From an optimization exercise on the open Yosys and OpenROAD flow, aimed at small area, a short achievable clock period and few clock cycles; shortcuts taken in it are not production practice. Function was checked by simulation only, so behaviour that the tests miss may differ from the original. No activity file was given, so power comes from the tool's default toggle rates.

[design/flow/design.v]
module datapath_muldiv #(
    parameter int NBITS      = 32,
    parameter int NREGS      = 32,
    parameter int WIDTH_ALUF = 4
) (
    input  logic                     clock,
    input  logic                     reset,
    input  logic [$clog2(NREGS)-1:0] RS1,
    input  logic [$clog2(NREGS)-1:0] RS2,
    input  logic [$clog2(NREGS)-1:0] RD,
    input  logic [NBITS-1:0]         IMM,
    input  logic [WIDTH_ALUF-1:0]    ALUControl,
    input  logic                     ALUSrc,
    input  logic                     MemtoReg,
    input  logic                     RegWrite,
    input  logic                     link,
    input  logic [NBITS-1:0]         pclink,
    input  logic                     Start,
    output logic                     Busy,
    output logic                     Done,
    output logic                     Zero,
    output logic                     Neg,
    output logic                     Carry,
    output logic [NBITS-1:0]         PCReg,
    output logic [NBITS-3:0]         Address,
    output logic [NBITS-1:0]         WriteData,
    input  logic [NBITS-1:0]         ReadData
);
    localparam int RW = $clog2(NREGS);
    localparam int SW = $clog2(NBITS);
    localparam logic [WIDTH_ALUF-1:0] OP_ADD   = WIDTH_ALUF'(4'd0);
    localparam logic [WIDTH_ALUF-1:0] OP_SUB   = WIDTH_ALUF'(4'd1);
    localparam logic [WIDTH_ALUF-1:0] OP_AND   = WIDTH_ALUF'(4'd2);
    localparam logic [WIDTH_ALUF-1:0] OP_OR    = WIDTH_ALUF'(4'd3);
    localparam logic [WIDTH_ALUF-1:0] OP_XOR   = WIDTH_ALUF'(4'd4);
    localparam logic [WIDTH_ALUF-1:0] OP_SLL   = WIDTH_ALUF'(4'd5);
    localparam logic [WIDTH_ALUF-1:0] OP_SRL   = WIDTH_ALUF'(4'd6);
    localparam logic [WIDTH_ALUF-1:0] OP_SRA   = WIDTH_ALUF'(4'd7);
    localparam logic [WIDTH_ALUF-1:0] OP_SLT   = WIDTH_ALUF'(4'd8);
    localparam logic [WIDTH_ALUF-1:0] OP_SLTU  = WIDTH_ALUF'(4'd9);
    localparam logic [WIDTH_ALUF-1:0] OP_MUL   = WIDTH_ALUF'(4'd10);
    localparam logic [WIDTH_ALUF-1:0] OP_MULH  = WIDTH_ALUF'(4'd11);
    localparam logic [WIDTH_ALUF-1:0] OP_MULHU = WIDTH_ALUF'(4'd12);
    localparam logic [WIDTH_ALUF-1:0] OP_DIV   = WIDTH_ALUF'(4'd13);
    localparam logic [WIDTH_ALUF-1:0] OP_DIVU  = WIDTH_ALUF'(4'd14);
    localparam logic [WIDTH_ALUF-1:0] OP_REM   = WIDTH_ALUF'(4'd15);
    localparam bit DIV_EN = 1'b1;
    typedef enum logic [1:0] {ST_IDLE, ST_RUN, ST_DONE} state_t;
    logic [NBITS-1:0]      rf_q [NREGS];
    state_t                state_q, state_d;
    logic [WIDTH_ALUF-1:0] op_q, op_d;
    logic [RW-1:0]         rd_q, rd_d;
    logic [SW-1:0]         cnt_q, cnt_d;
    logic [NBITS-1:0]      hi_q, hi_d, lo_q, lo_d, bmag_q, bmag_d;
    logic                  a_neg_q, a_neg_d, b_neg_q, b_neg_d, b_zero_q, b_zero_d;
    logic [NBITS-1:0]   src_a_s, src_b_s, rs2_val_s, diff_s, alu_res_s, result_s, multi_res_s;
    logic [SW-1:0]      shamt_s;
    logic               is_multi_s, launch_s, l_signed_s, sc_wr_s, done_wr_s;
    logic [NBITS:0]     sum_s, r_sh_s, trial_s;
    logic [2*NBITS-1:0] prod_s, prod_neg_s;
    assign src_a_s   = (RS1 == {RW{1'b0}}) ? {NBITS{1'b0}} : rf_q[RS1];
    assign rs2_val_s = (RS2 == {RW{1'b0}}) ? {NBITS{1'b0}} : rf_q[RS2];
    assign src_b_s   = ALUSrc ? IMM : rs2_val_s;
    assign shamt_s   = src_b_s[SW-1:0];
    assign {Carry, diff_s} = {1'b0, src_a_s} + {1'b0, ~src_b_s} + {{NBITS{1'b0}}, 1'b1};
    assign Zero      = (diff_s == {NBITS{1'b0}});
    assign Neg       = ($signed(src_a_s) < $signed(src_b_s));
    assign PCReg     = src_a_s;
    assign WriteData = rs2_val_s;
    assign Address   = alu_res_s[NBITS-1:2];
    assign Busy      = (state_q != ST_IDLE);
    assign Done      = (state_q == ST_DONE);
    always_comb begin
        alu_res_s = {NBITS{1'b0}};
        case (ALUControl)
            OP_ADD:  alu_res_s = src_a_s + src_b_s;
            OP_SUB:  alu_res_s = diff_s;
            OP_AND:  alu_res_s = src_a_s & src_b_s;
            OP_OR:   alu_res_s = src_a_s | src_b_s;
            OP_XOR:  alu_res_s = src_a_s ^ src_b_s;
            OP_SLL:  alu_res_s = src_a_s << shamt_s;
            OP_SRL:  alu_res_s = src_a_s >> shamt_s;
            OP_SRA:  alu_res_s = $unsigned($signed(src_a_s) >>> shamt_s);
            OP_SLT:  alu_res_s = {{(NBITS-1){1'b0}}, Neg};
            OP_SLTU: alu_res_s = {{(NBITS-1){1'b0}}, ~Carry};
            default: alu_res_s = {NBITS{1'b0}};
        endcase
    end
    assign result_s   = link ? pclink : (MemtoReg ? ReadData : alu_res_s);
    assign is_multi_s = (ALUControl >= OP_MUL) && (DIV_EN || (ALUControl <= OP_MULHU));
    assign launch_s   = (state_q == ST_IDLE) && Start && is_multi_s;
    assign l_signed_s = (ALUControl == OP_MULH) || (ALUControl == OP_DIV) || (ALUControl == OP_REM);
    assign sc_wr_s    = RegWrite && (ALUControl < OP_MUL) && !Busy && (RD != {RW{1'b0}});
    assign done_wr_s  = (state_q == ST_DONE) && (rd_q != {RW{1'b0}});
    always_comb begin
        state_d = state_q;
        case (state_q)
            ST_IDLE: begin
                if (launch_s) state_d = ST_RUN;
                else          state_d = ST_IDLE;
            end
            ST_RUN: begin
                if (cnt_q == SW'(NBITS-1)) state_d = ST_DONE;
                else                       state_d = ST_RUN;
            end
            ST_DONE: state_d = ST_IDLE;
            default: state_d = ST_IDLE;
        endcase
    end
    always_comb begin
        op_d     = op_q;
        rd_d     = rd_q;
        cnt_d    = cnt_q;
        hi_d     = hi_q;
        lo_d     = lo_q;
        bmag_d   = bmag_q;
        a_neg_d  = a_neg_q;
        b_neg_d  = b_neg_q;
        b_zero_d = b_zero_q;
        sum_s    = {1'b0, hi_q} + (lo_q[0] ? {1'b0, bmag_q} : {(NBITS+1){1'b0}});
        r_sh_s   = {hi_q, lo_q[NBITS-1]};
        trial_s  = r_sh_s - {1'b0, bmag_q};
        if (launch_s) begin
            op_d     = ALUControl;
            rd_d     = RD;
            cnt_d    = {SW{1'b0}};
            a_neg_d  = l_signed_s && src_a_s[NBITS-1];
            b_neg_d  = l_signed_s && src_b_s[NBITS-1];
            b_zero_d = (src_b_s == {NBITS{1'b0}});
            hi_d     = {NBITS{1'b0}};
            lo_d     = a_neg_d ? (~src_a_s + {{(NBITS-1){1'b0}}, 1'b1}) : src_a_s;
            bmag_d   = b_neg_d ? (~src_b_s + {{(NBITS-1){1'b0}}, 1'b1}) : src_b_s;
        end else if (state_q == ST_RUN) begin
            cnt_d = cnt_q + {{(SW-1){1'b0}}, 1'b1};
            if (op_q >= OP_DIV) begin
                if (!trial_s[NBITS]) begin
                    hi_d = trial_s[NBITS-1:0];
                    lo_d = {lo_q[NBITS-2:0], 1'b1};
                end else begin
                    hi_d = r_sh_s[NBITS-1:0];
                    lo_d = {lo_q[NBITS-2:0], 1'b0};
                end
            end else begin
                hi_d = sum_s[NBITS:1];
                lo_d = {sum_s[0], lo_q[NBITS-1:1]};
            end
        end else begin
            cnt_d = cnt_q;
        end
    end
    assign prod_s     = {hi_q, lo_q};
    assign prod_neg_s = ~prod_s + {{(2*NBITS-1){1'b0}}, 1'b1};
    always_comb begin
        multi_res_s = {NBITS{1'b0}};
        case (op_q)
            OP_MUL:   multi_res_s = prod_s[NBITS-1:0];
            OP_MULH:  multi_res_s = (a_neg_q ^ b_neg_q) ? prod_neg_s[2*NBITS-1:NBITS] : prod_s[2*NBITS-1:NBITS];
            OP_MULHU: multi_res_s = prod_s[2*NBITS-1:NBITS];
            OP_DIV:   multi_res_s = b_zero_q ? {NBITS{1'b1}} :
                                    ((a_neg_q ^ b_neg_q) ? (~lo_q + {{(NBITS-1){1'b0}}, 1'b1}) : lo_q);
            OP_DIVU:  multi_res_s = b_zero_q ? {NBITS{1'b1}} : lo_q;
            OP_REM:   multi_res_s = a_neg_q ? (~hi_q + {{(NBITS-1){1'b0}}, 1'b1}) : hi_q;
            default:  multi_res_s = {NBITS{1'b0}};
        endcase
    end
    always_ff @(posedge clock) begin
        if (!reset) begin
            state_q  <= ST_IDLE;
            op_q     <= {WIDTH_ALUF{1'b0}};
            rd_q     <= {RW{1'b0}};
            cnt_q    <= {SW{1'b0}};
            hi_q     <= {NBITS{1'b0}};
            lo_q     <= {NBITS{1'b0}};
            bmag_q   <= {NBITS{1'b0}};
            a_neg_q  <= 1'b0;
            b_neg_q  <= 1'b0;
            b_zero_q <= 1'b0;
        end else begin
            state_q  <= state_d;
            op_q     <= op_d;
            rd_q     <= rd_d;
            cnt_q    <= cnt_d;
            hi_q     <= hi_d;
            lo_q     <= lo_d;
            bmag_q   <= bmag_d;
            a_neg_q  <= a_neg_d;
            b_neg_q  <= b_neg_d;
            b_zero_q <= b_zero_d;
        end
    end
    always_ff @(posedge clock) begin
        if (!reset) begin
            for (int i = 0; i < NREGS; i++) rf_q[i] <= {NBITS{1'b0}};
        end else if (done_wr_s) begin
            rf_q[rd_q] <= multi_res_s;
        end else if (sc_wr_s) begin
            rf_q[RD] <= result_s;
        end
    end
endmodule
[design/flow/run.sh]
#!/bin/bash
# synth_recipe.tcl (not shown) runs the flow's synth.tcl, then flattens the netlist and writes it again
# the make line also repeats each setting of config.mk as NAME=value (left out here)
make -C /OpenROAD-flow-scripts/flow DESIGN_CONFIG=/design/flow/config.mk WORK_HOME=/design/flow/orfs CLKGATE_MAP_FILE= SYNTH_SCRIPT=/design/flow/synth_recipe.tcl finish
[design/flow/config.mk]
export PLATFORM = sky130hd
export DESIGN_NAME = datapath_muldiv
export DESIGN_NICKNAME = datapath_muldiv
export VERILOG_FILES = /design/flow/design.v
export SDC_FILE = /design/flow/constraint.sdc
export NUM_CORES = 4
export LEC_CHECK = 0
export CAP_MARGIN = 20
export CORE_MARGIN = 2
export CORE_UTILIZATION = 40
export SLEW_MARGIN = 20
[design/flow/constraint.sdc]
create_clock -name core_clock -period 13.0 [get_ports {clock}]
set_input_delay 2.6000 -clock core_clock [delete_from_list [all_inputs] [get_ports {clock}]]
set_output_delay 2.6000 -clock core_clock [all_outputs]
set_load 0.01 [all_outputs]
==> run summary <==
## registers in the layout, summed over array words and instances, names as in the netlist
| signal | flops |
|---|---|
| b_neg_q | 1 |
| hi_q | 32 |
| bmag_q | 32 |
| lo_q | 32 |
| state_q | 2 |
| cnt_q | 5 |
| b_zero_q | 1 |
| op_q | 4 |
| rd_q | 5 |
| rf_q | 1024 |
| a_neg_q | 1 |
## cell usage after synthesis (all sizes together) (13+ instances only)
| cell type | count | area share |
|---|---|---|
| a2111oi | 14 | 0.0017 |
| a211o | 14 | 0.0016 |
| a211oi | 70 | 0.0071 |
| a21o | 48 | 0.0047 |
| a21oi | 447 | 0.030 |
| a221oi | 89 | 0.010 |
| a22oi | 69 | 0.0069 |
| a31oi | 84 | 0.0069 |
| and2 | 33 | 0.0027 |
| and3 | 21 | 0.0017 |
| buf | 291 | 0.023 |
| clkbuf | 359 | 0.018 |
| dfxtp | 115 | 0.030 |
| edfxtp | 1024 | 0.40 |
| ha | 165 | 0.027 |
| inv | 204 | 0.010 |
| mux2 | 98 | 0.014 |
| mux2i | 292 | 0.038 |
| mux4 | 470 | 0.14 |
| nand2 | 454 | 0.022 |
| nand2b | 38 | 0.0031 |
| nand3 | 124 | 0.0083 |
| nand4 | 33 | 0.0027 |
| nor2 | 1399 | 0.069 |
| nor2b | 43 | 0.0035 |
| nor3 | 120 | 0.0081 |
| nor3b | 13 | 0.0013 |
| nor4 | 35 | 0.0032 |
| o2111ai | 16 | 0.0021 |
| o211ai | 52 | 0.0052 |
| o21a | 33 | 0.0032 |
| o21ai | 288 | 0.019 |
| o21bai | 22 | 0.0022 |
| o221ai | 28 | 0.0032 |
| o22ai | 106 | 0.0087 |
| o31a | 15 | 0.0017 |
| o31ai | 43 | 0.0044 |
| or2 | 13 | 0.0011 |
| or3 | 59 | 0.0051 |
| or4 | 21 | 0.0021 |
| xnor2 | 155 | 0.018 |
| xor2 | 51 | 0.0059 |
## report_power, final
group          total, mW  internal, mW  switching (mW)
clock network       3.78          2.13            1.64
registers           4.23          4.12           0.106
logic               3.06          1.04            2.01
## cells by family (layout without fill, tap and decap cells)
logic type / after synthesis / in the layout / synth area share
other: 1 / 38 / 0.0000492
buffers and inverters: 861 / 1074 / 0.0509
and+or+nand+nor: 2438 / 2438 / 0.138
DFF: 1139 / 1139 / 0.433
adders and majority gates: 169 / 169 / 0.0281
xor gates and xnor gates: 206 / 206 / 0.0237
muxes: 860 / 860 / 0.192
AOI/OAI and AO/OA: 1567 / 1567 / 0.135
## cells in the final DEF (no fill, tap or decap), types with 38 or more instances in the layout
cell type,instances
a211oi_1,65
a21o_1,48
a21oi_1,414
a221oi_1,88
a22oi_1,66
a31oi_1,84
buf_4,383
clkbuf_16,134
clkdlybuf4s50_1,207
dfxtp_1,115
edfxtp_1,1024
ha_1,165
inv_1,191
mux2_2,98
mux2i_1,291
mux4_2,470
nand2_1,389
nand2_2,65
nand2b_1,38
nand3_1,121
nor2_1,1393
nor2b_1,40
nor3_1,112
o211ai_1,51
o21ai_0,280
o22ai_1,104
o31ai_1,40
or3_1,54
xnor2_1,154
xor2_1,50
## layout make-up
class,count,area [um^2]
Multi-Input combinational cell,5272,40100
Sequential cell,1139,33100
Inverter,211,793
Clock inverter,66,759
Tap cell,2511,3140
Clock buffer,170,3490
Fill cell,17500,103000
Timing Repair Buffer,627,5580
Antenna cell,6,15.0
## critical path, cell delays in order
cell	delay, ps
buf_8	380
buf_4	480
mux4_2	580
mux4_2	560
mux2i_1	470
nor2_1	150
mux2i_2	390
ha_1	450
o21a_1	190
o21a_1	170
o21ai_0	80
o311ai_0	920
a21oi_1	310
buf_4	240
o31a_1	300
xnor2_1	130
o221ai_1	870
buf_4	260
clkdlybuf4s50_1	530
## per-layer routing
| layer | vias to the layer above | global-route usage |
|---|---|---|
| met2 | 5179 | 0.569 |
| met3 | 1367 | 0.102 |
| met1 | 33500 | 0.443 |
| met4 | 12 | 0.301 |
| li1 | 27500 | - |
| met5 | - | 0 |
## worst paths after layout
check | start | slack (ps) | end
worst max-delay path | RS2[0] | 160 | Address[21]
worst min-delay path | bmag_q[28]$_SDFFE_PN0P_ | 450 | bmag_q[28]$_SDFFE_PN0P_
worst min register to register | bmag_q[28]$_SDFFE_PN0P_ | 450 | bmag_q[28]$_SDFFE_PN0P_
worst max register to register | rf_q[30][8]$_SDFFCE_PN0P_ | 5480 | rf_q[8][25]$_SDFFCE_PN0P_
==> results by group <==
Logic synthesis
  – Async SR Flop Fraction: 0
  – Sequential area share after synthesis: 0.433
  – Main synth FF type: edfxtp_1
  – EDFF count, synth: 1024
  – Post-synth cell types: 111
  – Synth Warn #: 1
  – Synthesized instance count: 7241
  – Post-Synthesis Cell Area: 0.0763 mm^2
  – Avg Inst Size Synth: 10.5 um^2
  – Number of synthesized register bits: 1139

Drt
  – Met3 WL: 42.9 mm
  – # DRC: 0
  – Routed via count: 67500
  – Met2 WL post-DR: 163 mm
  – Pre-antenna DRT Iters: 9
  – Post-DRT Antenna Nets: 0
  – Post-Route WL: 369 mm
  – Max layer used: met5
  – Via-to-Cell Ratio: 6.75
  – Met1 WL: 127 mm
  – Routed WL per cell: 36.9 um
  – DR iter-0 viols: 10100

CTS
  – Clk sinks: 1139
  – CTS buffer count: 131
  – Setup repair bufs after CTS: 0
  – CTS Buffer Depth: 3
  – Clock Tree Root: clkbuf_16
  – Clock-pin slew on the worst setup and hold paths: 50 ps
  – Hold buffer count at CTS: 0
  – CTS tree: done
  – H-tree depth: 4
  – Clock latency (worst-skew pair): 850 ps
  – Post-CTS resize count: 0

Timing
  – Clock Skews: 45.0 ps
  – Fin. max-slew vios: 0
  – Rel. slew slack: 0.118
  – Setup TNS: 0 ps
  – Fmax: 0.0779 GHz
  – # setup viols final: 0
  – Slew @ Worst Pin: 1320 ps
  – Final Hold Viols: 0
  – Final WS setup: 160 ps
  – Hold_ws: 454 ps
  – RSZ-0062 raised after global routing: false
  – Fin crit period: 12840 ps
  – Fin crit share: 0.988

Final layout
  – Ratio of cells with drive above 1 in the final layout: 0.185
  – Post-Layout Cell Count: 10000
  – Area growth, synth to finish: 13.9%
  – Final Util: 0.458
  – Number of nets in the layout: 7673
  – Post-route cell area: 0.0869 mm^2

Min path
  – Hold WC Path Type: flop to flop
  – Hold Path Cell Cnt: 2

Placed design
  – Pre-CTS WS: 441 ps
  – Placed cell count: 9757
  – Detail Placement HPWL: 257 mm
  – Port bufs: 220
  – DP Area: 0.0826 mm^2
  – Gp weighted congestion: 1.06

Job
  – Max_cap viols: 0

Global route
  – Global-route wire length before repair: 509 mm
  – GR Overflow Total: 0
  – Largest net degree at the start of global routing: 72
  – Vias in the first global route: 64800
  – Total track usage: 0.373
  – Initial antenna violation count: 16

Die
  – Die Span Y: 441 um
  – Full die area: 0.194 mm^2
  – Io pins: 221
  – Die Width: 441 um
  – FP Rows: 160
  – Initial Util: 0.402
  – Core Region: 0.190 mm^2

Pwr
  – PwrDens: 127 mW/mm^2
  – Peak VDD IR: 0.151 mV
  – Total power: 11.1 mW
  – P_leak: 31.0 nW

Worst setup path
  – Crit Path Class: primary input to output port
  – FF-to-FF path depth: 19
  – Startpoint Class: primary input
  – Critical Path AT: 10240 ps
  – Critical Path Fanout Max: 41
  – Critical Path End Type: output port
  – Req. time, crit path: 10400 ps

Run status
  – Status: finished clean
Testbench counts, summed over its fixed seeds: cycles 81,434.

==> static timing again, ports no longer ideal <==
No port has a modelled driver above. Below, the same layout with a new extraction and two added sets of constraints.
Step 1, drivers: a clkbuf_16 drives clock and a buf_2 each remaining input, both assumed.
Step 2 adds t to the input delays and takes it off the output delays; t is the mean of the earliest and latest rising clock arrival at the registers after step 1. Input paths then give back, and output paths get back, about the clock's delay inside the block.
a / b / c = ideal / step 1 / step 2; a / b = the first two.
shift t [ns]: 0.920
setup WS [ns]: 0.160 / 0.108 / 0.108
worst setup path after step 2: input to output
slew at the worst register clock pin (ns): 0.07 / 0.07
worst slew at a driven data input, ns: 0.08
After both steps setup and hold are still met in this run. The setup slack of this run moves by -0.052 ns with the drivers and by -0.052 ns with both steps.
